This is an optimization exercise on Yosys and OpenROAD, whose aim is small area, a short achievable clock period and few clock cycles per item, not a production implementation. Where RTL was checked, it was by simulation tests only, not by an equivalence proof against the original. For run 4, only the layout was checked, not whether the RTL still works. Power figures rest on the tool's default switching activity, not on a simulated workload.

`design/flow/design.v`:
```
package datapathPkg;
    typedef logic [32-1:0] word_t;
    typedef logic [$clog2(16)-1:0] regIdx_t;
    typedef enum logic [4:0] {
        opAdd, opSub, opAnd, opOr, opShl, opShr, opMul,
        opAddi, opAndi, opOri,
        opIn, opOut, opMfhi, opMflo
    } opcode_e;
endpackage
module busMux
(
    input  datapathPkg::word_t [16-1:0] regValues,
    input  logic [16-1:0]               regValid,
    input  datapathPkg::regIdx_t sel,
    output datapathPkg::word_t   data
);
    always_comb
    begin
        data = '0;
        for (int i = 0; i < 16; i++)
        begin
            if (sel == 4'(i) && regValid[i])
                data = data | regValues[i];
        end
    end
endmodule
module instrDecode
(
    input  logic                 clock,
    input  logic                 rstN,
    input  logic                 instrValid,
    input  logic [31:0]          instr,
    output logic                 busy,
    output logic                 done,
    input  logic                 mulFreeNext,
    output datapathPkg::regIdx_t ra,
    output logic [18:0]          imm,
    output logic                 isImm,
    output logic                 isSub,
    output logic                 isShl,
    output logic [5:0]           resSel,
    output logic                 writesReg,
    output logic                 isOut,
    output logic                 isMul,
    output datapathPkg::regIdx_t selA,
    output datapathPkg::regIdx_t selB
);
    logic [4:0] opIn;
    logic       usesMulIn;
    assign opIn = instr[31:27];
    assign usesMulIn = (opIn == datapathPkg::opMul) || (opIn == datapathPkg::opMfhi) ||
                       (opIn == datapathPkg::opMflo);
    always_ff @(posedge clock)
    begin
        if (!rstN)
        begin
            busy <= 1'b0;
            done <= 1'b0;
        end
        else if (!busy)
        begin
            busy <= instrValid;
            done <= instrValid && (!usesMulIn || mulFreeNext);
        end
        else if (done)
        begin
            busy <= 1'b0;
            done <= 1'b0;
        end
        else
            done <= mulFreeNext;
    end
    always_ff @(posedge clock)
    begin
        if (!busy)
        begin
            ra        <= instr[26:23];
            imm       <= instr[18:0];
            isImm     <= (opIn == datapathPkg::opAddi) || (opIn == datapathPkg::opAndi) ||
                         (opIn == datapathPkg::opOri);
            isSub     <= (opIn == datapathPkg::opSub);
            isShl     <= (opIn == datapathPkg::opShl);
            resSel[0] <= (opIn == datapathPkg::opAdd) || (opIn == datapathPkg::opSub) ||
                         (opIn == datapathPkg::opAddi);
            resSel[1] <= (opIn == datapathPkg::opAnd) || (opIn == datapathPkg::opAndi);
            resSel[2] <= (opIn == datapathPkg::opOr)  || (opIn == datapathPkg::opOri);
            resSel[3] <= (opIn == datapathPkg::opShl) || (opIn == datapathPkg::opShr);
            resSel[4] <= (opIn == datapathPkg::opMfhi);
            resSel[5] <= (opIn == datapathPkg::opMflo);
            writesReg <= (opIn <= datapathPkg::opShr) ||
                         ((opIn >= datapathPkg::opAddi) && (opIn <= datapathPkg::opIn)) ||
                         (opIn == datapathPkg::opMfhi) || (opIn == datapathPkg::opMflo);
            isOut     <= (opIn == datapathPkg::opOut);
            isMul     <= (opIn == datapathPkg::opMul);
        end
    end
    assign selA = instr[22:19];
    assign selB = instr[30] ? instr[26:23] : instr[18:15];
endmodule
module aluExecute
(
    input  logic                 clock,
    input  logic                 rstN,
    input  datapathPkg::word_t   a,
    input  datapathPkg::word_t   b,
    input  logic [18:0]          imm,
    input  logic                 isImm,
    input  logic                 isSub,
    input  logic                 isShl,
    input  logic [5:0]           resSel,
    input  datapathPkg::word_t   inPort,
    input  logic                 mulStart,
    output logic                 mulFreeNext,
    output datapathPkg::word_t   result
);
    datapathPkg::word_t  opB;
    datapathPkg::word_t  sum;
    datapathPkg::word_t  shIn;
    datapathPkg::word_t  shOut;
    datapathPkg::word_t  shRes;
    datapathPkg::word_t  hi;
    datapathPkg::word_t  lo;
    datapathPkg::word_t  loQ;
    assign opB = isImm ? {{(32 - 19){imm[19-1]}}, imm} : b;
    assign sum = a + (opB ^ {32{isSub}}) + {{(32-1){1'b0}}, isSub};
    always_comb
    begin
        for (int i = 0; i < 32; i++)
            shIn[i] = isShl ? a[32-1-i] : a[i];
    end
    assign shOut = shIn >> opB[4:0];
    always_comb
    begin
        for (int i = 0; i < 32; i++)
            shRes[i] = isShl ? shOut[32-1-i] : shOut[i];
    end
    always_comb
    begin
        if (resSel[0])      result = sum;
        else if (resSel[1]) result = a & opB;
        else if (resSel[2]) result = a | opB;
        else if (resSel[3]) result = shRes;
        else if (resSel[4]) result = hi;
        else if (resSel[5]) result = lo;
        else                result = inPort;
    end
    logic                 mulRun;
    logic [1:0]           mulCount;
    logic                 hiloValid;
    datapathPkg::word_t   mulA;
    logic [33:0]          hiS;
    logic [33:0]          hiC;
    logic                 hiCarry;
    logic [11:0]          boothQ;
    logic [11:0]          boothNext;
    localparam logic [31:0] ROW_OFFSETS_NEG = 32'h5555_5556;   
    assign mulFreeNext = !mulRun || (mulCount == 2'd3);
    always_ff @(posedge clock)
    begin
        if (!rstN)
        begin
            mulRun    <= 1'b0;
            hiloValid <= 1'b0;
        end
        else if (mulStart)
        begin
            mulRun    <= 1'b1;
            hiloValid <= 1'b1;
        end
        else if (mulCount == 2'd3)
            mulRun <= 1'b0;
    end
    always_ff @(posedge clock)
    begin
        if (!mulRun)
            mulCount <= 2'd0;
        else
            mulCount <= mulCount + 2'd1;
    end
    function automatic logic [11:0] boothEncode(input logic [8:0] bits);
        logic [11:0] code;
        for (int k = 0; k < 4; k++)
        begin
            code[3*k]   = bits[2*k] ^ bits[2*k+1];
            code[3*k+1] = (bits[2*k+2] & !bits[2*k+1] & !bits[2*k]) |
                          (!bits[2*k+2] & bits[2*k+1] & bits[2*k]);
            code[3*k+2] = bits[2*k+2] & !(bits[2*k+1] & bits[2*k]);
        end
        boothEncode = code;
    endfunction
    assign boothNext = mulStart ? boothEncode({b[7:0], 1'b0}) : boothEncode({loQ[15:8], loQ[7]});
    always_ff @(posedge clock)
    begin
        if (mulStart || mulRun)
            boothQ <= boothNext;
        if (mulStart)
            mulA <= a;
    end
    logic [41:0] rows [4];
    logic [41:0] nRow;
    logic [41:0] sE, cE, sA, cA, sB, cB, sD, cD, sF, cF;
    logic [8:0]  lowSum;
    always_comb
    begin
        for (int k = 0; k < 4; k++)
        begin
            logic [33:0] mag;
            logic [33:0] p;
            mag = boothQ[3*k] ? {{2{mulA[31]}}, mulA} :
                  (boothQ[3*k+1] ? {mulA[31], mulA, 1'b0} : 34'd0);
            p   = boothQ[3*k+2] ? ~mag : mag;
            rows[k] = 42'({!p[33], p[32:0]}) << (2*k);
        end
        rows[1][0] = hiCarry;
    end
    assign nRow = {35'd0, boothQ[11], 1'b0, boothQ[8], 1'b0, boothQ[5], 1'b0, boothQ[2]};
    assign sE = 42'(hiS) ^ 42'(hiC) ^ nRow;
    assign cE = ((42'(hiS) & 42'(hiC)) | (42'(hiS) & nRow) | (42'(hiC) & nRow)) << 1;
    assign sA = rows[0] ^ rows[1] ^ rows[2];
    assign cA = ((rows[0] & rows[1]) | (rows[0] & rows[2]) | (rows[1] & rows[2])) << 1;
    assign sB = rows[3] ^ sE ^ cE;
    assign cB = ((rows[3] & sE) | (rows[3] & cE) | (sE & cE)) << 1;
    assign sD = sA ^ cA ^ sB;
    assign cD = ((sA & cA) | (sA & sB) | (cA & sB)) << 1;
    assign sF = sD ^ cD ^ cB;
    assign cF = ((sD & cD) | (sD & cB) | (cD & cB)) << 1;
    assign lowSum = {1'b0, sF[7:0]} + {1'b0, cF[7:0]};
    always_ff @(posedge clock)
    begin
        if (mulStart)
        begin
            hiS     <= '0;
            hiC     <= '0;
            hiCarry <= 1'b0;
        end
        else if (mulRun)
        begin
            hiS     <= sF[41:8];
            hiC     <= cF[41:8];
            hiCarry <= lowSum[8];
        end
    end
    always_ff @(posedge clock)
    begin
        if (mulStart)
            loQ <= b;
        else if (mulRun)
            loQ <= {lowSum[7:0], loQ[31:8]};
    end
    logic [31:0] hS;
    logic [31:0] hC;
    assign hS = hiS[31:0] ^ hiC[31:0] ^ ROW_OFFSETS_NEG;
    assign hC = ((hiS[31:0] & hiC[31:0]) | (hiS[31:0] & ROW_OFFSETS_NEG) |
                 (hiC[31:0] & ROW_OFFSETS_NEG)) << 1;
    assign hi = (hS + hC + {31'd0, hiCarry}) & {32{hiloValid}};
    assign lo = loQ & {32{hiloValid}};
endmodule
module resultRegs
(
    input  logic                 clock,
    input  logic                 rstN,
    input  logic                 regWrite,
    input  datapathPkg::regIdx_t destReg,
    input  datapathPkg::word_t   result,
    input  logic                 outWrite,
    input  datapathPkg::word_t   outData,
    output datapathPkg::word_t [16-1:0] regValues,
    output logic [16-1:0]               regValid,
    output datapathPkg::word_t   outPort
);
    always_ff @(posedge clock)
    begin
        for (int i = 0; i < 16; i++)
        begin
            if (regWrite && destReg == 4'(i))
                regValues[i] <= result;
        end
    end
    always_ff @(posedge clock)
    begin
        for (int i = 0; i < 16; i++)
        begin
            if (!rstN)
                regValid[i] <= 1'b0;
            else if (regWrite && destReg == 4'(i))
                regValid[i] <= 1'b1;
        end
    end
    always_ff @(posedge clock)
    begin
        if (!rstN)
            outPort <= '0;
        else if (outWrite)
            outPort <= outData;
    end
endmodule
module datapathTop
(
    input  logic                clock,
    input  logic                rstN,
    input  logic                instrValid,
    input  logic [31:0]         instr,
    input  datapathPkg::word_t  inPort,
    output logic                done,
    output datapathPkg::word_t  outPort
);
    datapathPkg::word_t [16-1:0] regValues;
    logic [16-1:0] regValid;
    datapathPkg::word_t   portA;
    datapathPkg::word_t   portB;
    datapathPkg::word_t   aQ;
    datapathPkg::word_t   bQ;
    datapathPkg::word_t   result;
    datapathPkg::regIdx_t ra;
    datapathPkg::regIdx_t selA;
    datapathPkg::regIdx_t selB;
    logic [18:0]          imm;
    logic                 isImm;
    logic                 isSub;
    logic                 isShl;
    logic [5:0]           resSel;
    logic                 writesReg;
    logic                 isOut;
    logic                 isMul;
    logic                 busy;
    logic                 mulFreeNext;
    instrDecode instrDecode_i
    (
        .clock       (clock),
        .rstN        (rstN),
        .instrValid  (instrValid),
        .instr       (instr),
        .busy        (busy),
        .done        (done),
        .mulFreeNext (mulFreeNext),
        .ra          (ra),
        .imm         (imm),
        .isImm       (isImm),
        .isSub       (isSub),
        .isShl       (isShl),
        .resSel      (resSel),
        .writesReg   (writesReg),
        .isOut       (isOut),
        .isMul       (isMul),
        .selA        (selA),
        .selB        (selB)
    );
    busMux portA_i (.regValues (regValues), .regValid (regValid), .sel (selA), .data (portA));
    busMux portB_i (.regValues (regValues), .regValid (regValid), .sel (selB), .data (portB));
    always_ff @(posedge clock)
    begin
        if (!busy)
        begin
            aQ <= portA;
            bQ <= portB;
        end
    end
    aluExecute aluExecute_i
    (
        .clock       (clock),
        .rstN        (rstN),
        .a           (aQ),
        .b           (bQ),
        .imm         (imm),
        .isImm       (isImm),
        .isSub       (isSub),
        .isShl       (isShl),
        .resSel      (resSel),
        .inPort      (inPort),
        .mulStart    (done && isMul),
        .mulFreeNext (mulFreeNext),
        .result      (result)
    );
    resultRegs resultRegs_i
    (
        .clock     (clock),
        .rstN      (rstN),
        .regWrite  (done && writesReg),
        .destReg   (ra),
        .result    (result),
        .outWrite  (done && isOut),
        .outData   (bQ),
        .regValues (regValues),
        .regValid  (regValid),
        .outPort   (outPort)
    );
endmodule
```
`design/flow/flow/run.sh`:
```
#!/bin/bash
set -euo pipefail
MARGIN=$(cat flow/margin.txt)
bash standard.sh SETUP_SLACK_MARGIN=$MARGIN finish > standard.log 2>&1
```
`design/flow/flow/margin.txt`:
```
10.0
```
`design/flow/standard.sh`:
```
#!/bin/bash
# synth_recipe.tcl (not shown) runs the flow's synth.tcl, then flattens the netlist and writes it again
# the make line also repeats each setting of config.mk as NAME=value (left out here)
make -C /OpenROAD-flow-scripts/flow DESIGN_CONFIG=/design/flow/config.mk WORK_HOME=/design/flow/orfs CLKGATE_MAP_FILE= SYNTH_SCRIPT=/design/flow/synth_recipe.tcl "${@:-finish}"
```
`design/flow/config.mk`:
```
export PLATFORM = sky130hd
export DESIGN_NAME = datapathTop
export DESIGN_NICKNAME = datapathTop
export VERILOG_FILES = /design/flow/design.v
export SDC_FILE = /design/flow/constraint.sdc
export NUM_CORES = 4
export LEC_CHECK = 0
export CAP_MARGIN = 20
export CORE_MARGIN = 2
export CORE_UTILIZATION = 65
export CTS_CLUSTER_DIAMETER = 100
export CTS_CLUSTER_SIZE = 30
export PLACE_DENSITY = 0.75
export SLEW_MARGIN = 20
```
`design/flow/constraint.sdc`:
```
create_clock -name core_clock -period 14.0 [get_ports {clock}]
set_input_delay 2.8000 -clock core_clock [delete_from_list [all_inputs] [get_ports {clock}]]
set_output_delay 2.8000 -clock core_clock [all_outputs]
set_load 0.01 [all_outputs]
```
==> out/metrics.yaml, run 1 <==
clock_network:
  path_clk_slew_ps: 110
  ctsLongestPathBuffers: 3
  cts-htree-levels: 2
  cts_inserted_buffers: 40
  clockRootBuffer: "clkbuf_16"
  clock-sinks: 806
  clk_latency_ps: 690
  tritoncts: "yes"
  cts_hold_buf: 0
synthesis:
  avgSynthCellArea_um2: 11.5
  ys_seq_area_share_pct: 49.5
  synthesis.nets: 4392
  postSynthCellCount: 4043
  ys_types: 77
  synth_edf_count: 687
  yosysWarnings: 6
  synth_seq_cells: 806
  async_flop_share_pct: 0
  synth.cell_area_um2: 46500
  dominantRegCellSynth: "edfxtp_1"
sta:
  skew_ps: 95.5
  fin_tns_setup_ps: 0
  slew_violations: 0
  relSlewSlack_pct: 22.6
  grt_setup_unrepaired: "yes"
  worst_pin_slew_ps: 1160
  fmax_mhz: 235
  hold_viol_final: 0
  period_share_pct: 30.4
  min_period_ps: 4260
  finalSetupViolCount: 0
critical_path:
  worstSetupStartpointType: "register"
  critPathCaptureType: "register"
  crit_fanout: 8
  critPathArrivalTime_ps: 4720
  worstPathRequired_ps: 14460
  crit_type: "reg2reg"
min_path:
  hold_class: "reg2reg"
power:
  vdd_drop_max_v: 0.000349
  seq_power_share_pct: 36.0
  leakagePower_nw: 20.6
  p_clk_share_pct: 16.6
  power_frac_comb_pct: 47.4
  internal_power_mw: 5.06
  power_density_nw_per_um2: 154
  p_sw_mw: 3.50
  swShare_pct: 40.9
global_routing:
  track_usage_pct: 50.0
  grt_pass1_vias: 39200
  grt_overflow: 0
  grt_pass1_wl_um: 266000
  grt_max_degree: 74
  antenna_found_initial: 16
die:
  io_pins: 100
  core.rowCount: 98
  die_area_um2: 73700
  core_um2: 71100
  start_util_pct: 65.4
  die_w_um: 272
  die_y_um: 272
run_status:
  outcome: "no timing/DRC/antenna violations"
drt:
  drc_errors: 0
  first_pass_iters: 12
  wl_um: 191000
  routedWlPerCell_um: 37.4
  via_count: 40300
  antenna_left: 0
  vias_per_cell: 7.88
  drtIter0Drc: 7262
placed_design:
  placed_cell_area_um2: 49700
  gp_congestion: 1.06
  port_buffers: 99
  place_hpwl_um: 111000
final_layout:
  post-route-util_pct: 78.4
  final_nets: 4483
  fill_cells: 4062
  drive_gt1_share_pct: 23.7
  final_area_um2: 55700
  area_growth_pct: 19.8
run:
  maxCapViolCount: 0
==> layer usage <==
metal  vias up  global-route usage [%]  routed length [um]  share of wire, %
li1      15600                       -                   -                 -
met1     19100                    58.2               59100                31
met2      4159                    76.1               83000                43
met3      1434                    16.2               28300                15
met4        16                    40.8               20800                11
met5         -                    1.03                 100             0.052
==> cell families after synthesis <==
logic type	after synthesis	synth area share, %
AOI/OAI and AO/OA	1197	19.4
DFF	806	49.5
and+or+nand+nor	763	7.66
buffers and inverters	591	4.90
adders and majority gates	282	9.68
xor gates and xnor gates	222	4.18
muxes	182	4.75
==> what timing repair did <==
action	in CTS	in global routing
endpoints found under the setup margin	616	509
gates cloned	31	7
setup buffers	103	33
pin swaps	86	78
gates resized for setup	578	206
==> sequential cells by signal (all words and copies together) (netlist names), 2 cells and up <==
| name | count |
|---|---|
| resultRegs_i.outPort | 32 |
| resultRegs_i.regValid | 16 |
| aluExecute_i.mulCount | 2 |
| resultRegs_i.regValues | 512 |
| instrDecode_i.resSel | 6 |
| instrDecode_i.ra | 4 |
| aluExecute_i.hiS | 32 |
| aluExecute_i.loQ | 32 |
| aQ | 32 |
| aluExecute_i.mulA | 32 |
| bQ | 32 |
| instrDecode_i.imm | 19 |
| aluExecute_i.boothQ | 12 |
| aluExecute_i.hiC | 32 |
==> layout make-up <==
type | count | area [um^2] | share of cell area [%]
multi-input cells | 2650 | 24700 | 44.4
flip-flops and latches | 806 | 23100 | 41.4
repair buffers | 367 | 4370 | 7.85
well taps | 950 | 1190 | 2.13
inverters | 269 | 1040 | 1.86
clock buffers | 47 | 1030 | 1.84
clock inverters | 17 | 283 | 0.507
diodes | 12 | 30.0 | 0.0539
==> cell usage after synthesis (26+ instances only) <==
| library cell | number | share of area [%] |
|---|---|---|
| edfxtp_1 | 687 | 44 |
| nand2_1 | 282 | 2.3 |
| a22o_1 | 270 | 5.1 |
| a221oi_1 | 268 | 5.0 |
| inv_1 | 267 | 2.2 |
| clkbuf_1 | 258 | 2.1 |
| nor2_1 | 192 | 1.5 |
| a21oi_1 | 188 | 2.0 |
| xnor2_1 | 170 | 3.2 |
| ha_1 | 152 | 4.1 |
| mux2i_1 | 135 | 2.9 |
| fa_1 | 130 | 5.6 |
| dfxtp_1 | 119 | 5.1 |
| a22oi_1 | 111 | 1.8 |
| o21ai_0 | 106 | 1.1 |
| nand4_1 | 73 | 0.98 |
| xor2_1 | 52 | 0.98 |
| nor2b_1 | 51 | 0.69 |
| and3_1 | 38 | 0.51 |
| a21boi_0 | 37 | 0.60 |
| mux4_2 | 28 | 1.4 |
| buf_1 | 26 | 0.21 |
| clkbuf_2 | 26 | 0.28 |
==> power by group through the flow <==
stage                     combinational [mW]  sequential (mW)  clock, mW
after floorplan                         2.23             3.03          0
after global placement                  3.12             3.12          0
after detailed placement                3.27             3.12          0
after CTS                               3.71             3.07       1.40
after global routing                    4.31             3.08       1.48
final                                   4.06             3.08       1.43
==> stage by stage <==
step | total power, mW | hold WS [ps] | std cells | worst slack (ps)
final | 8.56 | 431 | 5118 | 9740
after global routing | 8.87 | 461 | 5109 | 9650
after CTS | 8.18 | 431 | 5063 | 9750
after detailed placement | 6.40 | 415 | 4865 | 8050
after global placement | 6.24 | 407 | 4864 | 8080
after floorplan | 5.26 | 398 | 4043 | 9580
==> critical path, stage by stage (launching register included) <==
cell	delay, ps
edfxtp_1	410
buf_6	160
buf_12	150
mux2_4	330
xor2_2	160
ha_1	320
a21o_1	180
a211o_1	230
o21a_2	240
a2111oi_4	340
o31a_1	180
buf_6	120
a311oi_4	130
a31oi_4	290
mux2i_2	290
nor4_4	80
buf_6	140
buf_12	130
buf_16	130
==> cell usage in the layout, fill, tap and decap left out, drive strengths merged, types with 15 or more instances in the layout <==
cell           count
and3              38
xnor2            170
a21oi            188
buf              291
o21a              22
a221oi           268
fa               130
o221ai            20
nor2             192
mux4              28
a211oi            18
a22oi            111
o21ai            106
clkbuf            56
xor2              52
a31oi             19
a21boi            37
edfxtp           687
nor2b             51
nand3             25
ha               152
dfxtp            119
o32ai             15
a21o              25
o211ai            17
o22ai             22
clkdlybuf4s50     48
mux2              18
a22o             270
bufbuf            15
mux2i            136
inv              276
nand4             73
nor3              23
nand2b            22
nand2            282
==> worst paths after layout <==
path | cells past startpoint | slack [ps] | endpoint | from
max | 18 | 9740 | resultRegs_i.regValues[158] | instrDecode_i.isImm
min | 1 | 430 | aluExecute_i.mulCount[0] | aluExecute_i.mulCount[0]
max reg2reg | 18 | 9740 | resultRegs_i.regValues[158] | instrDecode_i.isImm
min reg2reg | 1 | 430 | aluExecute_i.mulCount[0] | aluExecute_i.mulCount[0]
Testbench counts, summed over its fixed seeds: cycles 49,441, instrs 24,000.
==> inputs of run 2 (changes only) <==
==> design/flow/flow/margin.txt (replaced) <==
9.6
==> out/metrics.yaml, run 2 <==
final_layout:
  drive_gt1_share_pct: 11.1
  final_nets: 4340
  area_growth_pct: 10.6
  final_area_um2: 51500
  final_common_cell: "edfxtp_1"
  largest_reg_flops: 512
  top_register: "resultRegs_i.regValues"
  most-common-layout-cells: "edfxtp_1, nand2_1, a22o_1, inv_1"
  fill_cells: 4631
placed_design:
  place_hpwl_um: 113000
  gp_congestion: 1.12
  placed_cell_area_um2: 48900
  port_buffers: 99
critical_path:
  crit_fanout: 32
  critPathArrivalTime_ps: 5030
  critPathCaptureType: "register"
  worstPathRequired_ps: 14480
  crit_type: "in2reg"
  worstSetupStartpointType: "input port"
sta:
  period_share_pct: 32.5
  fin_tns_setup_ps: 0
  finalSetupViolCount: 0
  skew_ps: 88.4
  fmax_mhz: 220
  slew_violations: 0
  relSlewSlack_pct: 24.8
  worst_pin_slew_ps: 1130
  hold_viol_final: 0
  finalHoldWorstSlack_ps: 431
  grt_setup_unrepaired: "yes"
  min_period_ps: 4550
die:
  core.rowCount: 98
  io_pins: 100
  die_y_um: 272
  start_util_pct: 65.4
  die_w_um: 272
  die_area_um2: 73700
  core_um2: 71100
drt:
  first_pass_iters: 9
  via_count: 38400
  drtIter0Drc: 6986
  wl_um: 175000
  routedWlPerCell_um: 35.1
  drc_errors: 0
  antenna_left: 0
  vias_per_cell: 7.72
clock_network:
  tritoncts: "yes"
  cts_inserted_buffers: 40
  ctsLongestPathBuffers: 3
  cts-htree-levels: 2
  path_clk_slew_ps: 110
  clk_latency_ps: 670
  clock-sinks: 806
  clockRootBuffer: "clkbuf_16"
synthesis:
  synth.cell_area_um2: 46500
  synth_seq_cells: 806
  dominantRegCellSynth: "edfxtp_1"
  ys_types: 77
  ys_seq_area_share_pct: 49.5
  yosysTopAreaCell: "edfxtp_1"
  synth_top_area_share_pct: 44.3
  postSynthCellCount: 4043
  synthTopCellsByArea: "edfxtp_1, fa_1, dfxtp_1, a22o_1, a221oi_1"
  avgSynthCellArea_um2: 11.5
  synthesis.nets: 4392
  synth_edf_count: 687
  yosysWarnings: 6
  async_flop_share_pct: 0
  synth_most_common_cell: "edfxtp_1"
  synth_common_cells: "edfxtp_1, nand2_1, a22o_1"
global_routing:
  track_usage_pct: 46.1
  grt_overflow: 0
  grt_max_degree: 97
  grt_pass1_wl_um: 248000
  antenna_found_initial: 7
  grt_pass1_vias: 37600
power:
  leakagePower_nw: 18.8
  power_density_nw_per_um2: 156
  vdd_drop_max_v: 0.000152
run:
  maxCapViolCount: 0
min_path:
  hold_class: "reg2reg"
run_status:
  outcome: "no timing/DRC/antenna violations"
run 2: cell count changes in the layout (fill, tap and decap cells not counted), moves of 17 or more:
cell | before | now
a21oi_1 | 152 | 180
a21oi_2 | 31 | 8
a221oi_1 | 37 | 166
a221oi_2 | 230 | 102
and3_1 | 15 | 32
and3_4 | 17 | 0
buf_12 | 60 | 20
buf_2 | 43 | 2
buf_4 | 145 | 79
clkdlybuf4s50_1 | 48 | 90
dfxtp_1 | 85 | 117
dfxtp_2 | 32 | 0
mux2i_1 | 113 | 131
o21ai_0 | 79 | 98
run 2: area by class of cell:
type,instances,area (um^2),share of cell area (%)
Timing Repair Buffer,228,2420,4.70
Inverter,269,1020,1.98
Multi-Input combinational cell,2646,22500,43.7
Clock inverter,15,270,0.525
Sequential cell,806,23000,44.7
Tap cell,950,1190,2.31
Antenna cell,2,5.00,0.00972
Clock buffer,59,1070,2.08
run 2: logic make-up after synthesis:
kind of cell               synth area share [%]
AOI/OAI and AO/OA                          19.4
xor gates and xnor gates                   4.18
adders and majority gates                  9.68
buffers and inverters                      4.90
DFF                                        49.5
muxes                                      4.75
and+or+nand+nor                            7.66
run 2: where the power goes:
group	internal, mW	switching, mW
clock network	0.579	0.835
logic	1.32	2.24
registers	2.90	0.173
total	4.81	3.25
run 2: final timing paths:
path | start | endpoint | slack (ps) | cells after the start
worst max-delay path | instr[22] | aQ[1] | 9450 | 6
worst min-delay path | aluExecute_i.mulCount[0] | aluExecute_i.mulCount[0] | 430 | 1
worst max register to register | instrDecode_i.isImm | resultRegs_i.regValues[475] | 9550 | 16
worst min register to register | aluExecute_i.mulCount[0] | aluExecute_i.mulCount[0] | 430 | 1
run 2: routing by layer:
metal  vias up  global-route usage [%]  part of all wire [%]
met1     18500                    55.8                    33
met3      1083                    12.4                    13
met2      3637                    72.0                    45
met5         -                       0                 0.027
li1      15200                       -                     -
met4         6                    32.6                   8.8
run 2: stage by stage:
stage	std cells	total power, mW	util, %	setup WS, ps
6_report	4975	8.05	72.4	9450
3_5_place_dp	4865	6.43	68.8	8120
3_3_place_gp	4865	6.32	68.8	8260
5_1_grt	4974	8.41	72.4	9490
4_1_cts	4953	7.85	71.4	9600
2_1_floorplan	4043	5.24	-	9570
run 2: critical path, stage by stage:
cell and delay [ps]:
clkdlybuf4s50_1 540, nor2b_1 320, and3_1 230, buf_4 590
a221oi_1 210, nand4_1 280
run 2: what timing repair did:
item,4_1_cts,5_1_grt
gates cloned,0,3
hold buffers,0,0
gates resized for setup,84,128
pin swaps,6,16
buffers inserted,14,15
setup endpoints to repair,492,404
==> inputs of run 3 (changes only) <==
==> design/flow/flow/margin.txt (replaced) <==
10.0
--- a/design/flow/config.mk
+++ b/design/flow/config.mk
@@ -8,7 +8,5 @@
 export CAP_MARGIN = 20
 export CORE_MARGIN = 2
-export CORE_UTILIZATION = 65
-export CTS_CLUSTER_DIAMETER = 100
-export CTS_CLUSTER_SIZE = 30
-export PLACE_DENSITY = 0.75
+export CORE_UTILIZATION = 45
+export PLACE_DENSITY = 0.6
 export SLEW_MARGIN = 20
==> out/metrics.yaml, run 3 <==
drt:
  vias_per_cell: 6.86
  wl_um: 203000
  drc_errors: 0
  via_count: 38900
  antenna_left: 0
  first_pass_iters: 7
  routedWlPerCell_um: 35.7
  drtIter0Drc: 6009
sta:
  min_period_ps: 4320
  slew_violations: 0
  fin_tns_setup_ps: 0
  period_share_pct: 30.8
  skew_ps: 47.4
  finalHoldWorstSlack_ps: 426
  relSlewSlack_pct: 29.8
  fmax_mhz: 232
  final.setup.worst_slack_ps: 9680
  finalSetupViolCount: 0
  worst_pin_slew_ps: 1050
  hold_viol_final: 0
  grt_setup_unrepaired: "yes"
synthesis:
  synth_seq_cells: 806
  synth_top_family_by_area: "compound AO/OA/AOI/OAI gates"
  ys_seq_area_share_pct: 49.5
  synth-xor-area-share_pct: 4.18
  async_flop_share_pct: 0
  dominantRegCellSynth: "edfxtp_1"
  synth-compound-area-share_pct: 19.4
  synthMuxAreaShare_pct: 4.75
  yosysWarnings: 6
  synth_common_cells: "edfxtp_1, nand2_1, a22o_1"
  avgSynthCellArea_um2: 11.5
  synthesis.nets: 4392
  synthTopCellsByArea: "edfxtp_1, fa_1, dfxtp_1, a22o_1, a221oi_1"
  synth_most_common_cell: "edfxtp_1"
  synth.cell_area_um2: 46500
  yosysTopAreaCell: "edfxtp_1"
  synth_fa_ha_area_share_pct: 9.68
  postSynthCellCount: 4043
  synth_simple_gate_area_share_pct: 7.66
  synth_edf_count: 687
  ys_types: 77
  synth_top_area_share_pct: 44.3
clock_network:
  cts-htree-levels: 3
  cts_inserted_buffers: 86
  clk_latency_ps: 720
  clock-sinks: 806
  ctsLongestPathBuffers: 3
  path_clk_slew_ps: 60
  tritoncts: "yes"
  cts_hold_buf: 0
  clockRootBuffer: "clkbuf_16"
critical_path:
  worstPathRequired_ps: 14420
  critPathCaptureType: "register"
  crit_fanout: 16
  reg2reg_from: "instrDecode_i.isImm"
  reg2reg_slack_ps: 9710
  critPathArrivalTime_ps: 4730
  crit_type: "in2reg"
  worstSetupStartpointType: "input port"
  ff2ff_path_depth: 16
  crit_path_frequent_cell: "nor2_1"
  reg2reg_to: "resultRegs_i.regValues[446]"
  crit_chain: "clkdlybuf4s50_1 > nor2b_1 > a21oi_1 > nor2_1 > nor2_1 > o211ai_1 > o211a_4"
  slowest_stage: "nor2_1"
  max_stage_delay_ps: 490
global_routing:
  grt_pass1_vias: 37500
  grt_overflow: 0
  grt_max_degree: 77
  track_usage_pct: 36.4
  grt_pass1_wl_um: 277000
  antenna_found_initial: 9
die:
  start_util_pct: 45.5
  io_pins: 100
  die_area_um2: 106000
  die_w_um: 326
  core_um2: 102000
  die_y_um: 326
  core.rowCount: 117
final_layout:
  largest_reg_flops: 512
  final_common_cell: "edfxtp_1"
  final_nets: 4582
  top_register: "resultRegs_i.regValues"
  area_growth_pct: 24.8
  drive_gt1_share_pct: 24.2
  most-common-layout-cells: "edfxtp_1, nand2_1, a22o_1, inv_1, a221oi_2"
  fin_cells: 5675
  fill_cells: 8521
  post-route-util_pct: 56.8
power:
  vdd_drop_max_v: 0.000158
  power_density_nw_per_um2: 160
  leakagePower_nw: 21.5
min_path:
  hold_class: "reg2reg"
  hold_depth: 1
  whs_endpoint: "aluExecute_i.mulCount[0]"
  holdCritStartpoint: "aluExecute_i.mulCount[0]"
placed_design:
  place_hpwl_um: 112000
  port_buffers: 99
  pre_cts_ws_ps: 7860
  gp_congestion: 1.03
  dp.cells: 5275
run:
  maxCapViolCount: 0
run_status:
  outcome: "no timing/DRC/antenna violations"
[run 3: cell counts after synthesis]
Identical to the previous run, type by type.
[run 3: power breakdown]
part | switching, mW | internal, mW
combinational | 2.32 | 1.57
sequential | 0.171 | 2.91
clock | 1.04 | 1.28
total | 3.53 | 5.75
[run 3: final cells by class]
| type | instances | area [um^2] | area share (%) |
|---|---|---|---|
| multi-input combinational | 2664 | 24600 | 42.3 |
| timing repair buffer | 406 | 4880 | 8.41 |
| antenna | 3 | 7.51 | 0.0129 |
| clock buffer | 111 | 2310 | 3.98 |
| clock inverter | 48 | 503 | 0.866 |
| inverter | 269 | 1030 | 1.78 |
| sequential | 806 | 23000 | 39.7 |
| tap | 1368 | 1710 | 2.95 |
[run 3: what timing repair did]
item                       4_1_cts  5_1_grt
buffers inserted               132       54
setup endpoints to repair      622      448
cloned                          37       15
pin swaps                       68       60
gates resized for setup        514      150
[run 3: per-layer routing]
layer / share of wire [%] / vias up / global-route usage (%)
li1: - / 15900 / -
met1: 35 / 19300 / 44.6
met2: 44 / 2924 / 56.5
met3: 12 / 871 / 9.70
met4: 8.7 / 10 / 24.7
met5: 0.031 / - / 0
[run 3: stage by stage]
stage                     power [mW]  cell area, um^2
final                           9.28            58100
after global routing            9.77            58100
after global placement          6.36            50200
after CTS                       9.09            56600
after floorplan                 5.26            48600
after detailed placement        6.40            50300
[run 3: cells by family after synthesis]
| logic type | count (synthesis) |
|---|---|
| mux | 182 |
| xor+xnor | 222 |
| flops | 806 |
| simple gates | 763 |
| compound gates | 1197 |
| fa+ha+maj | 282 |
| buf+inv | 591 |
[run 3: worst max path at each step]
stage | startpoint | end | slack (ps) | cells after the start
finish | inPort[28] | resultRegs_i.regValues[284] | 9680 | 7
global route | instrDecode_i.isImm | resultRegs_i.regValues[284] | 9590 | 15
CTS | instrDecode_i.isImm | resultRegs_i.regValues[220] | 9710 | 15
detailed placement | instr[30] | bQ[4] | 7860 | 6
global placement | instr[30] | bQ[30] | 7970 | 6
floorplan | instr[30] | bQ[24] | 9580 | 10
[run 3: critical path: cells and delay by family]
family | cells | cell delay [ps]
AOI/OAI and AO/OA | 3 | 830
buffers and inverters | 1 | 390
and+or+nand+nor | 3 | 700
==> inputs of run 4 (changes only) <==
--- a/design/flow/design.v
+++ b/design/flow/design.v
@@ -13,4 +13,5 @@
     input  logic [16-1:0]               regValid,
     input  datapathPkg::regIdx_t sel,
+    input  logic                 off,
     output datapathPkg::word_t   data
 );
@@ -20,5 +21,5 @@
         for (int i = 0; i < 16; i++)
         begin
-            if (sel == 4'(i) && regValid[i])
+            if (sel == 4'(i) && regValid[i] && !off)
                 data = data | regValues[i];
         end
@@ -35,9 +36,9 @@
     input  logic                 mulFreeNext,
     output datapathPkg::regIdx_t ra,
-    output logic [18:0]          imm,
-    output logic                 isImm,
+    output logic                 isImmIn,
+    output logic                 isInIn,
     output logic                 isSub,
     output logic                 isShl,
-    output logic [5:0]           resSel,
+    output logic [6:0]           resSel,
     output logic                 writesReg,
     output logic                 isOut,
@@ -49,4 +50,7 @@
     logic       usesMulIn;
     assign opIn = instr[31:27];
+    assign isInIn  = (opIn == datapathPkg::opIn);
+    assign isImmIn = (opIn == datapathPkg::opAddi) || (opIn == datapathPkg::opAndi) ||
+                     (opIn == datapathPkg::opOri);
     assign usesMulIn = (opIn == datapathPkg::opMul) || (opIn == datapathPkg::opMfhi) ||
                        (opIn == datapathPkg::opMflo);
@@ -76,7 +80,4 @@
         begin
             ra        <= instr[26:23];
-            imm       <= instr[18:0];
-            isImm     <= (opIn == datapathPkg::opAddi) || (opIn == datapathPkg::opAndi) ||
-                         (opIn == datapathPkg::opOri);
             isSub     <= (opIn == datapathPkg::opSub);
             isShl     <= (opIn == datapathPkg::opShl);
@@ -88,4 +89,5 @@
             resSel[4] <= (opIn == datapathPkg::opMfhi);
             resSel[5] <= (opIn == datapathPkg::opMflo);
+            resSel[6] <= (opIn == datapathPkg::opIn);
             writesReg <= (opIn <= datapathPkg::opShr) ||
                          ((opIn >= datapathPkg::opAddi) && (opIn <= datapathPkg::opIn)) ||
@@ -104,10 +106,7 @@
     input  datapathPkg::word_t   a,
     input  datapathPkg::word_t   b,
-    input  logic [18:0]          imm,
-    input  logic                 isImm,
     input  logic                 isSub,
     input  logic                 isShl,
-    input  logic [5:0]           resSel,
-    input  datapathPkg::word_t   inPort,
+    input  logic [6:0]           resSel,
     input  logic                 mulStart,
     output logic                 mulFreeNext,
@@ -122,5 +121,5 @@
     datapathPkg::word_t  lo;
     datapathPkg::word_t  loQ;
-    assign opB = isImm ? {{(32 - 19){imm[19-1]}}, imm} : b;
+    assign opB = b;
     assign sum = a + (opB ^ {32{isSub}}) + {{(32-1){1'b0}}, isSub};
     always_comb
@@ -135,14 +134,11 @@
             shRes[i] = isShl ? shOut[32-1-i] : shOut[i];
     end
-    always_comb
-    begin
-        if (resSel[0])      result = sum;
-        else if (resSel[1]) result = a & opB;
-        else if (resSel[2]) result = a | opB;
-        else if (resSel[3]) result = shRes;
-        else if (resSel[4]) result = hi;
-        else if (resSel[5]) result = lo;
-        else                result = inPort;
-    end
+    assign result = ({32{resSel[0]}} & sum) |
+                    ({32{resSel[1]}} & (a & opB)) |
+                    ({32{resSel[2]}} & (a | opB)) |
+                    ({32{resSel[3]}} & shRes) |
+                    ({32{resSel[4]}} & hi) |
+                    ({32{resSel[5]}} & lo) |
+                    ({32{resSel[6]}} & a);
     logic                 mulRun;
     logic [1:0]           mulCount;
@@ -198,6 +194,5 @@
     end
     logic [41:0] rows [4];
-    logic [41:0] nRow;
-    logic [41:0] sE, cE, sA, cA, sB, cB, sD, cD, sF, cF;
+    logic [41:0] sA, cA, sB, cB, sD, cD, sF, cF;
     logic [8:0]  lowSum;
     always_comb
@@ -213,17 +208,17 @@
         end
         rows[1][0] = hiCarry;
+        rows[2][0] = boothQ[2];
+        rows[2][2] = boothQ[5];
+        rows[3][4] = boothQ[8];
     end
-    assign nRow = {35'd0, boothQ[11], 1'b0, boothQ[8], 1'b0, boothQ[5], 1'b0, boothQ[2]};
-    assign sE = 42'(hiS) ^ 42'(hiC) ^ nRow;
-    assign cE = ((42'(hiS) & 42'(hiC)) | (42'(hiS) & nRow) | (42'(hiC) & nRow)) << 1;
     assign sA = rows[0] ^ rows[1] ^ rows[2];
     assign cA = ((rows[0] & rows[1]) | (rows[0] & rows[2]) | (rows[1] & rows[2])) << 1;
-    assign sB = rows[3] ^ sE ^ cE;
-    assign cB = ((rows[3] & sE) | (rows[3] & cE) | (sE & cE)) << 1;
+    assign sB = rows[3] ^ 42'(hiS) ^ 42'(hiC);
+    assign cB = ((rows[3] & 42'(hiS)) | (rows[3] & 42'(hiC)) | (42'(hiS) & 42'(hiC))) << 1;
     assign sD = sA ^ cA ^ sB;
     assign cD = ((sA & cA) | (sA & sB) | (cA & sB)) << 1;
     assign sF = sD ^ cD ^ cB;
     assign cF = ((sD & cD) | (sD & cB) | (cD & cB)) << 1;
-    assign lowSum = {1'b0, sF[7:0]} + {1'b0, cF[7:0]};
+    assign lowSum = {1'b0, sF[7:0]} + {1'b0, cF[7:0]} + {2'b0, boothQ[11], 6'd0};
     always_ff @(posedge clock)
     begin
@@ -315,9 +310,9 @@
     datapathPkg::regIdx_t selA;
     datapathPkg::regIdx_t selB;
-    logic [18:0]          imm;
-    logic                 isImm;
+    logic                 isImmIn;
+    logic                 isInIn;
     logic                 isSub;
     logic                 isShl;
-    logic [5:0]           resSel;
+    logic [6:0]           resSel;
     logic                 writesReg;
     logic                 isOut;
@@ -335,6 +330,6 @@
         .mulFreeNext (mulFreeNext),
         .ra          (ra),
-        .imm         (imm),
-        .isImm       (isImm),
+        .isImmIn     (isImmIn),
+        .isInIn      (isInIn),
         .isSub       (isSub),
         .isShl       (isShl),
@@ -346,12 +341,13 @@
         .selB        (selB)
     );
-    busMux portA_i (.regValues (regValues), .regValid (regValid), .sel (selA), .data (portA));
-    busMux portB_i (.regValues (regValues), .regValid (regValid), .sel (selB), .data (portB));
+    busMux portA_i (.regValues (regValues), .regValid (regValid), .sel (selA), .off (isInIn), .data (portA));
+    busMux portB_i (.regValues (regValues), .regValid (regValid), .sel (selB), .off (isImmIn), .data (portB));
     always_ff @(posedge clock)
     begin
         if (!busy)
         begin
-            aQ <= portA;
-            bQ <= portB;
+            aQ <= portA | (inPort & {32{isInIn}});
+            bQ <= portB | ({{(32 - 19){instr[19-1]}},
+                            instr[19-1:0]} & {32{isImmIn}});
         end
     end
@@ -362,10 +358,7 @@
         .a           (aQ),
         .b           (bQ),
-        .imm         (imm),
-        .isImm       (isImm),
         .isSub       (isSub),
         .isShl       (isShl),
         .resSel      (resSel),
-        .inPort      (inPort),
         .mulStart    (done && isMul),
         .mulFreeNext (mulFreeNext),
==> design/flow/flow/margin.txt (replaced) <==
9.3
--- a/design/flow/config.mk
+++ b/design/flow/config.mk
@@ -8,5 +8,7 @@
 export CAP_MARGIN = 20
 export CORE_MARGIN = 2
-export CORE_UTILIZATION = 45
-export PLACE_DENSITY = 0.6
+export CORE_UTILIZATION = 65
+export CTS_CLUSTER_DIAMETER = 100
+export CTS_CLUSTER_SIZE = 30
+export PLACE_DENSITY = 0.75
 export SLEW_MARGIN = 20
==> out/metrics.yaml, run 4 <==
placed_design:
  dp.cells: 4646
  gp_congestion: 1.02
  pre_cts_ws_ps: 7030
  place_hpwl_um: 103000
  port_buffers: 99
critical_path:
  max_stage_delay_ps: 470
  worstSetupStartpointType: "input port"
  crit_type: "in2reg"
  path_delay_family: "simple AND/OR/NAND/NOR gates"
  worstPathRequired_ps: 14420
  slowest_stage: "a222oi_1"
  critPathCaptureType: "register"
  reg2reg_slack_ps: 9320
  crit_fanout: 32
  critPathArrivalTime_ps: 5220
  worstPathBufferInverterCount: 3
  crit_chain: "buf_2 > nand3b_1 > nor3_4 > buf_12 > nor3b_2 > and3_1 > buf_6 > a222oi_1 > nand4_1 > or2_4"
global_routing:
  grt_pass1_vias: 36200
  grt_use_met2_pct: 69.8
  grt_use_met1_pct: 56.1
  grt_overflow: 0
  antenna_found_initial: 5
  met3_usage_pct: 13.9
  track_usage_pct: 46.1
  grt_pass1_wl_um: 237000
  gr-max-usage-layer: "met2"
  grt_max_degree: 91
sta:
  fmax_mhz: 208
  grt_setup_unrepaired: "yes"
  min_period_ps: 4800
  worst_pin_slew_ps: 1110
  slew_violations: 0
  skew_ps: 66.2
  final.setup.worst_slack_ps: 9200
  fin_tns_setup_ps: 0
  hold_viol_final: 0
  finalSetupViolCount: 0
  period_share_pct: 34.3
  relSlewSlack_pct: 24.6
drt:
  drtIter0Drc: 8868
  drc_errors: 0
  via_count: 37100
  first_pass_iters: 13
  vias_per_cell: 7.78
  antenna_left: 0
  routedWlPerCell_um: 35.4
  wl_um: 169000
die:
  die_area_um2: 71200
  core.rowCount: 96
  core_um2: 68500
  start_util_pct: 65.6
  die_w_um: 267
  die_y_um: 267
  io_pins: 100
synthesis:
  yosysWarnings: 6
  avgSynthCellArea_um2: 11.6
  postSynthCellCount: 3883
  synthesis.nets: 4203
  ys_types: 92
  synth-compound-area-share_pct: 18.2
  synth_simple_gate_area_share_pct: 8.71
  synth_top_family_by_area: "compound AO/OA/AOI/OAI gates"
  synth_most_common_cell: "edfxtp_1"
  synth_common_cells: "edfxtp_1, a22oi_1, nand2_1"
  synth_edf_count: 668
  synth.cell_area_um2: 44900
  ys_seq_area_share_pct: 50.0
  synth_top_area_share_pct: 44.6
  async_flop_share_pct: 0
  synth-xor-area-share_pct: 4.27
  synth_fa_ha_area_share_pct: 9.19
  synth_seq_cells: 787
  synthMuxAreaShare_pct: 4.50
  yosysTopAreaCell: "edfxtp_1"
  dominantRegCellSynth: "edfxtp_1"
  synthTopCellsByArea: "edfxtp_1, a22oi_1, fa_1, dfxtp_1, ha_1"
power:
  vdd_drop_max_v: 0.000152
  leakagePower_nw: 18.2
  power_density_nw_per_um2: 153
clock_network:
  clockRootBuffer: "clkbuf_16"
  cts-htree-levels: 2
  cts_inserted_buffers: 38
  clock-sinks: 787
  tritoncts: "yes"
  clk_latency_ps: 660
  path_clk_slew_ps: 110
  ctsLongestPathBuffers: 3
  cts_hold_buf: 0
run_status:
  outcome: "no timing/DRC/antenna violations"
final_layout:
  most-common-layout-cells: "edfxtp_1, a22oi_1, nand2_1, inv_1, a222oi_1"
  top_register: "resultRegs_i.regValues"
  final_nets: 4177
  fin_cells: 4769
  area_growth_pct: 9.41
  final_common_cell: "edfxtp_1"
  largest_reg_flops: 512
  drive_gt1_share_pct: 9.75
run:
  maxCapViolCount: 0
min_path:
  hold_class: "reg2reg"
-- run 4: worst paths after layout --
path,from,to,cells past startpoint
worst max-delay path,instr[31],aQ[3],10
worst min-delay path,aluExecute_i.mulCount[0],aluExecute_i.mulCount[0],1
worst max register to register,aluExecute_i.boothQ[3],aluExecute_i.loQ[31],17
worst min register to register,aluExecute_i.mulCount[0],aluExecute_i.mulCount[0],1
-- run 4: cells by family after synthesis --
| group | Yosys count |
|---|---|
| xor gates and xnor gates | 219 |
| muxes | 153 |
| adders and majority gates | 253 |
| and+or+nand+nor | 818 |
| buffers and inverters | 591 |
| DFF | 787 |
| AOI/OAI and AO/OA | 1062 |
-- run 4: repair_timing --
action,in CTS,in global routing
setup endpoints to repair,88,68
cloned,3,8
resized for setup,92,51
setup buffers,23,19
pin swaps,12,20
-- run 4: metal layers --
metal  share of wire [%]  wire length [um]  up-vias
li1                    -                 -    14700
met1                  32             54100    17600
met5               0.014                24        -
met4                 8.9             15100        4
met2                  43             72800     3753
met3                  16             26800     1040
-- run 4: metrics by stage --
stage | total power [mW] | instance area [um^2] | util [%] | hold WS [ps]
6_report | 7.54 | 49200 | 71.8 | 432
5_1_grt | 7.86 | 49100 | 71.8 | 451
4_1_cts | 7.34 | 48600 | 71.0 | 438
3_5_place_dp | 5.95 | 46800 | 68.4 | 420
3_3_place_gp | 5.86 | 46800 | 68.4 | 407
2_1_floorplan | 4.88 | 45500 | - | 398
-- run 4: area by class of cell --
class	instances	area (um^2)
Sequential cell	787	22400
Clock buffer	53	1010
Fill cell	4604	19300
Clock inverter	16	282
Inverter	274	1030
Timing Repair Buffer	251	2620
Multi-Input combinational cell	2505	20700
Tap cell	882	1100
Antenna cell	1	2.50
-- run 4: report_power, final --
part           leakage, nW  switching (mW)  internal (mW)
registers             7.24           0.172           2.82
clock network        0.604           0.843          0.555
logic                 10.3            1.99           1.16
==> inputs of run 5 (changes only) <==
--- a/design/flow/design.v
+++ b/design/flow/design.v
@@ -50,7 +50,6 @@
     logic       usesMulIn;
     assign opIn = instr[31:27];
-    assign isInIn  = (opIn == datapathPkg::opIn);
-    assign isImmIn = (opIn == datapathPkg::opAddi) || (opIn == datapathPkg::opAndi) ||
-                     (opIn == datapathPkg::opOri);
+    assign isInIn  = opIn[3] & opIn[1];
+    assign isImmIn = (opIn[3] & !opIn[1]) | (opIn[2] & opIn[1] & opIn[0]);
     assign usesMulIn = (opIn == datapathPkg::opMul) || (opIn == datapathPkg::opMfhi) ||
                        (opIn == datapathPkg::opMflo);
==> design/flow/flow/margin.txt (replaced) <==
10.0
--- a/design/flow/config.mk
+++ b/design/flow/config.mk
@@ -9,6 +9,7 @@
 export CORE_MARGIN = 2
 export CORE_UTILIZATION = 65
-export CTS_CLUSTER_DIAMETER = 100
-export CTS_CLUSTER_SIZE = 30
+export CTS_CLUSTER_DIAMETER = 80
+export CTS_CLUSTER_SIZE = 20
 export PLACE_DENSITY = 0.75
 export SLEW_MARGIN = 20
+export TNS_END_PERCENT = 5
==> out/metrics.yaml, run 5 <==
drt:
  vias_per_cell: 7.88
  wl_um: 187000
  first_pass_iters: 13
  via_count: 39600
  routedWlPerCell_um: 37.2
  antenna_left: 0
  drc_errors: 0
  drtIter0Drc: 9404
power:
  leakagePower_nw: 19.3
  vdd_drop_max_v: 0.000231
  power_density_nw_per_um2: 161
die:
  start_util_pct: 65.9
  core.rowCount: 96
  die_y_um: 268
  io_pins: 100
  core_um2: 68900
  die_w_um: 268
  die_area_um2: 72100
critical_path:
  reg2reg_slack_ps: 8770
  critPathArrivalTime_ps: 5600
  reg2reg_from: "aluExecute_i.boothQ[0]"
  ff2ff_path_depth: 15
  crit_type: "reg2reg"
  critPathCaptureType: "register"
  critPathLaunch: "aluExecute_i.boothQ[0]"
  endpoint: "aluExecute_i.loQ[29]"
  crit_chain: "buf_12 > nor2b_4 > buf_12 > a22oi_1 > xnor2_1 > ha_1 > inv_1 > fa_1 > fa_1 > inv_1 > ha_1 > ha_2 > fa_2 > xnor2_1 > o21ai_0"
  slowest_stage: "xnor2_1"
  max_stage_delay_ps: 1300
  reg2reg_to: "aluExecute_i.loQ[29]"
  crit_fanout: 5
  worstPathRequired_ps: 14370
  worstSetupStartpointType: "register"
clock_network:
  clock-sinks: 787
  ctsLongestPathBuffers: 3
  cts_inserted_buffers: 51
  cts-htree-levels: 2
  clk_latency_ps: 700
  path_clk_slew_ps: 80
  cts_hold_buf: 0
  clockRootBuffer: "clkbuf_16"
  tritoncts: "yes"
run_status:
  outcome: "complete, but fails checks"
  check.faults: "max-capacitance violations, max-slew violations"
synthesis:
  yosysTopAreaCell: "edfxtp_1"
  yosysWarnings: 6
  synth_simple_gate_area_share_pct: 8.90
  synth_seq_cells: 787
  ys_seq_area_share_pct: 49.4
  synth-compound-area-share_pct: 18.6
  synthTopCellsByArea: "edfxtp_1, a22oi_1, fa_1, dfxtp_1, ha_1"
  synth_common_cells: "edfxtp_1, a22oi_1, nand2_1"
  synth_fa_ha_area_share_pct: 9.08
  synth_top_family_by_area: "compound AO/OA/AOI/OAI gates"
  ys_types: 93
  synth_most_common_cell: "edfxtp_1"
  synthMuxAreaShare_pct: 4.65
  avgSynthCellArea_um2: 11.3
  synth_top_area_share_pct: 44.1
  synth_edf_count: 668
  async_flop_share_pct: 0
  postSynthCellCount: 4009
  synth-xor-area-share_pct: 4.18
  dominantRegCellSynth: "edfxtp_1"
  synthesis.nets: 4329
  synth.cell_area_um2: 45500
final_layout:
  largest_reg_flops: 512
  area_growth_pct: 13.2
  final_area_um2: 51500
  most-common-layout-cells: "edfxtp_1, a22oi_1, nand2_1, inv_1, nor2_1"
  drive_gt1_share_pct: 12.4
  final_common_cell: "edfxtp_1"
  top_register: "resultRegs_i.regValues"
  final_nets: 4373
sta:
  min_period_ps: 5230
  hold_viol_final: 0
  grt_setup_unrepaired: "yes"
  skew_ps: 39.2
  worst_pin_slew_ps: 1670
  fin_tns_setup_ps: 0
  period_share_pct: 37.4
  fmax_mhz: 191
  relSlewSlack_pct: -12.0
  finalSetupViolCount: 0
  slew_violations: 2
global_routing:
  grt_pass1_vias: 38200
  grt_overflow: 0
  antenna_found_initial: 10
  grt_pass1_wl_um: 257000
  grt_max_degree: 55
  track_usage_pct: 49.9
placed_design:
  place_hpwl_um: 110000
  port_buffers: 99
  placed_cell_area_um2: 47200
  gp_congestion: 1.00
run:
  maxCapViolCount: 1
min_path:
  hold_class: "reg2reg"
==> run 5: cell types whose count changed in the layout (fill, tap and decap cells not counted), moves of 14 or more <==
cell and change:
nand2_1 +37, buf_4 +31, and4_1 -14, nor2_1 +25, nand4_1 -22, a221oi_1 +44
buf_12 +24, or2_1 -29, a222oi_1 -63, a22oi_1 +34, clkbuf_16 +17, a22o_1 +17
and3_1 +34, xor2_1 -14
==> run 5: report_power, final <==
| group | total, mW | internal [mW] | switching (mW) |
|---|---|---|---|
| sequential | 3.04 | 2.84 | 0.197 |
| clock | 1.63 | 0.746 | 0.888 |
| combinational | 3.61 | 1.28 | 2.33 |
| total | 8.28 | 4.87 | 3.41 |
==> run 5: worst max-delay path: cells and delay by family (launching register included) <==
kind                     cells  cell delay [ps]
AO/OA/AOI/OAI                2              270
flip-flops                   1              490
adder cells (fa/ha/maj)      6             2120
XOR/XNOR                     2             1460
AND/OR/NAND/NOR              1              150
buffers and inverters        4              440
==> run 5: metrics by stage <==
stage / hold slack, ps / setup slack, ps / std cells / power (mW) / util [%]
after floorplan: 398 / 9380 / 4009 / 5.02 / -
after global placement: 408 / 7370 / 4816 / 6.09 / 68.5
after detailed placement: 436 / 7210 / 4817 / 6.19 / 68.5
after CTS: 448 / 9470 / 4970 / 7.90 / 73.0
after global routing: 467 / 8800 / 5027 / 8.60 / 74.6
final: 441 / 8770 / 5028 / 8.28 / 74.7
==> run 5: repair_timing <==
action                                  4_1_cts  5_1_grt
pin swaps                                    31       37
setup buffers                                43       43
gates resized for setup                     217      138
endpoints found under the setup margin      351      484
cloned                                       14       12
==> run 5: cell type report <==
class                      instances  area (um^2)
fill                            4394        17500
multi-input combinational       2621        21500
antenna                            1         2.50
sequential                       787        22400
timing repair buffer             311         3630
inverter                         281         1060
clock inverter                    15          233
tap                              931         1160
clock buffer                      81         1420
==> run 5: kinds of logic after synthesis <==
kind of cell | after synthesis
buffers and inverters | 603
xor gates and xnor gates | 216
DFF | 787
muxes | 166
AOI/OAI and AO/OA | 1110
and+or+nand+nor | 874
adders and majority gates | 253
==> run 5: worst min-delay path by stage <==
stage,start,to,slack [ps],depth (start not counted)
6_report,aluExecute_i.mulCount[0],aluExecute_i.mulCount[0],440,1
5_1_grt,aluExecute_i.mulCount[0],aluExecute_i.mulCount[0],470,1
4_1_cts,aluExecute_i.mulCount[0],aluExecute_i.mulCount[0],450,1
3_5_place_dp,aluExecute_i.mulCount[0],aluExecute_i.mulCount[0],440,1
3_3_place_gp,aluExecute_i.mulCount[0],aluExecute_i.mulCount[0],410,1
2_1_floorplan,aluExecute_i.mulCount[0],aluExecute_i.mulCount[0],400,1
==> run 5: routing by layer <==
metal / track usage [%] / up-vias / part of all wire (%)
li1: - / 15300 / -
met1: 56.8 / 18500 / 30
met2: 75.3 / 4302 / 42
met3: 19.2 / 1480 / 17
met4: 39.9 / 14 / 11
met5: 0 / - / 0.060
Testbench counts of run 5, summed over its fixed seeds: cycles 49,441, instrs 24,000.
==> inputs of run 6 (changes only) <==
==> design/flow/flow/margin.txt (replaced) <==
9.6
--- a/design/flow/config.mk
+++ b/design/flow/config.mk
@@ -13,3 +13,2 @@
 export PLACE_DENSITY = 0.75
 export SLEW_MARGIN = 20
-export TNS_END_PERCENT = 5
==> out/metrics.yaml, run 6 <==
sta:
  min_period_ps: 4530
  relSlewSlack_pct: 21.9
  fin_tns_setup_ps: 0
  period_share_pct: 32.3
  finalSetupViolCount: 0
  slew_violations: 0
  worst_pin_slew_ps: 1170
  fmax_mhz: 221
  grt_setup_unrepaired: "yes"
  skew_ps: 58.4
  hold_viol_final: 0
final_layout:
  fill_cells: 4597
  post-route-util_pct: 72.9
  most-common-layout-cells: "edfxtp_1, a22oi_1, nand2_1, inv_1, nor2_1"
  top_register: "resultRegs_i.regValues"
  regArea_um2: 22400
  final_common_cell: "edfxtp_1"
  area_growth_pct: 10.5
  largest_reg_flops: 512
  multi_input_area_um2: 21400
  drive_gt1_share_pct: 10.2
  final_nets: 4302
min_path:
  hold_class: "reg2reg"
  whs_endpoint: "aluExecute_i.mulCount[0]"
  holdCritStartpoint: "aluExecute_i.mulCount[0]"
  hold_depth: 1
run:
  maxCapViolCount: 0
drt:
  first_pass_iters: 15
  via_count: 38300
  drc_errors: 0
  drtIter0Drc: 8474
  antenna_left: 0
  vias_per_cell: 7.72
  wl_um: 174000
  routedWlPerCell_um: 35.2
clock_network:
  cts_inserted_buffers: 52
  clk_latency_ps: 700
  path_clk_slew_ps: 90
  tritoncts: "yes"
  ctsLongestPathBuffers: 3
  clockRootBuffer: "clkbuf_16"
  cts_hold_buf: 0
  cts-htree-levels: 2
  clock-sinks: 787
die:
  die_y_um: 268
  core.rowCount: 96
  core_um2: 68900
  io_pins: 100
  start_util_pct: 65.9
  die_w_um: 268
  die_area_um2: 72100
global_routing:
  track_usage_pct: 48.0
  grt_max_degree: 94
  grt_overflow: 0
  grt_pass1_wl_um: 249000
  grt_pass1_vias: 37300
  antenna_found_initial: 7
critical_path:
  worstPathRequired_ps: 14420
  reg2reg_from: "aluExecute_i.boothQ[3]"
  critPathCaptureType: "register"
  crit_fanout: 6
  crit_type: "reg2reg"
  reg2reg_to: "aluExecute_i.loQ[31]"
  critPathArrivalTime_ps: 4950
  worstSetupStartpointType: "register"
  reg2reg_slack_ps: 9470
  ff2ff_path_depth: 17
power:
  seq_power_share_pct: 37.5
  swShare_pct: 39.9
  p_sw_mw: 3.22
  p_clk_share_pct: 20.2
  internal_power_mw: 4.85
  power_frac_comb_pct: 42.3
  leakagePower_nw: 19.0
  power_density_nw_per_um2: 161
  vdd_drop_max_v: 0.000160
run_status:
  outcome: "no timing/DRC/antenna violations"
synthesis:
  dominantRegCellSynth: "edfxtp_1"
  synth_edf_count: 668
  synthTopCellsByArea: "edfxtp_1, a22oi_1, fa_1, dfxtp_1, ha_1"
  synth_most_common_cell: "edfxtp_1"
  ys_seq_area_share_pct: 49.4
  synth_top_area_share_pct: 44.1
  synthMuxAreaShare_pct: 4.65
  synth_fa_ha_area_share_pct: 9.08
  avgSynthCellArea_um2: 11.3
  synth.cell_area_um2: 45500
  yosysTopAreaCell: "edfxtp_1"
  ys_types: 93
  synth_simple_gate_area_share_pct: 8.90
  yosysWarnings: 6
  synth_common_cells: "edfxtp_1, a22oi_1, nand2_1"
  synth_top_family_by_area: "compound AO/OA/AOI/OAI gates"
  synth-xor-area-share_pct: 4.18
  async_flop_share_pct: 0
  postSynthCellCount: 4009
  synth-compound-area-share_pct: 18.6
  synthesis.nets: 4329
  synth_seq_cells: 787
placed_design:
  place_hpwl_um: 106000
  port_buffers: 99
  gp_congestion: 1.06
run 6: cell counts after synthesis:
Identical to the previous run, type by type.
run 6: how the worst max path moves through the flow:
stage | slack, ps | end | cells after the start | from
after floorplan | 9380 | bQ[26] | 10 | instr[28]
after global placement | 7490 | aQ[19] | 9 | instr[30]
after detailed placement | 7370 | aQ[19] | 9 | instr[30]
after CTS | 9420 | aluExecute_i.loQ[31] | 17 | aluExecute_i.boothQ[1]
after global routing | 9370 | aluExecute_i.loQ[31] | 18 | aluExecute_i.boothQ[3]
final | 9470 | aluExecute_i.loQ[31] | 17 | aluExecute_i.boothQ[3]
run 6: layout make-up:
class,count,share of cell area [%]
Antenna cell,2,0.00996
Clock buffer,81,2.91
Clock inverter,17,0.476
Inverter,281,2.11
Multi-Input combinational cell,2622,42.6
Sequential cell,787,44.7
Tap cell,931,2.32
Timing Repair Buffer,238,4.93
run 6: cells by family after synthesis:
| family | Yosys count |
|---|---|
| compound gates | 1110 |
| xor+xnor | 216 |
| fa+ha+maj | 253 |
| buf+inv | 603 |
| flops | 787 |
| mux | 166 |
| simple gates | 874 |
run 6: per-layer routing:
layer  vias to the layer above  global-route usage (%)  part of all wire (%)
met5                         -                       0                 0.015
met4                         4                    38.0                    10
met3                      1208                    14.5                    16
met2                      4096                    71.9                    43
met1                     17900                    58.1                    31
li1                      15100                       -                     -
run 6: worst max-delay path, cell delays in order, from the launching register on:
cell and delay, ps:
edfxtp_1 440, buf_12 170, nor2b_4 160, buf_12 160, a22oi_2 60, xnor2_1 160
fa_1 530, inv_1 50, fa_1 480, fa_1 510, inv_1 50, fa_1 500
ha_1 310, inv_2 70, nor2_1 50, nor2_2 200, xor2_4 280, o21ai_1 90
run 6: per-stage QoR:
stage / instances / worst slack (ps) / hold slack [ps] / instance area (um^2) / total power [mW]
4_1_cts: 4943 / 9420 / 443 / 49800 / 7.81
3_3_place_gp: 4817 / 7490 / 407 / 47400 / 6.05
2_1_floorplan: 4009 / 9380 / 398 / 46100 / 5.02
5_1_grt: 4957 / 9370 / 475 / 50200 / 8.44
3_5_place_dp: 4817 / 7370 / 430 / 47500 / 6.15
6_report: 4959 / 9470 / 442 / 50200 / 8.08
run 6: power by group through the flow:
stage / Combinational, mW / Clock (mW) / Sequential (mW)
floorplan: 2.06 / 0 / 2.97
global placement: 2.99 / 0 / 3.06
detailed placement: 3.09 / 0 / 3.06
CTS: 3.19 / 1.62 / 3.01
global route: 3.70 / 1.71 / 3.03
finish: 3.41 / 1.64 / 3.03
run 6: repair_timing:
action | CTS | global route
resized for setup | 135 | 83
endpoints found under the setup margin | 157 | 157
cloned | 8 | 3
pin swaps | 15 | 20
buffers inserted | 20 | 9

## afterwards: timing with drivers on the ports
Ports are ideal in the flow. The routed layouts listed here were re-timed in OpenROAD. Step 1: set_driving_cell puts a clkbuf_16 on clock and a buf_2 on each other input, an assumption about the parent block. Step 2 also shifts input and output timing later by t, the mid clock arrival at the registers, as if the neighbouring blocks saw the same clock. a / b / c = ideal ports / drivers / drivers and shift; a / b = the first two.
| run | t (ns) | setup slack, ns | worst slew at a driven data input, ns |
|---|---|---|---|
| run 1 | 0.719 | 9.741 / 9.741 / 9.161 | 0.12 |
| run 2 | 0.708 | 9.445 / 9.452 / 8.745 | 0.08 |
| run 3 | 0.766 | 9.684 / 9.711 / 8.966 | 0.31 |
| run 4 | 0.699 | 9.202 / 9.213 / 8.514 | 0.15 |
| run 5 | 0.753 | 8.770 / 8.770 / 8.770 | 0.19 |
| run 6 | 0.743 | 9.472 / 9.472 / 8.894 | 0.16 |
For run 3, which loses most, drivers alone change the setup slack by +0.027 ns; drivers and shift together by -0.718 ns.
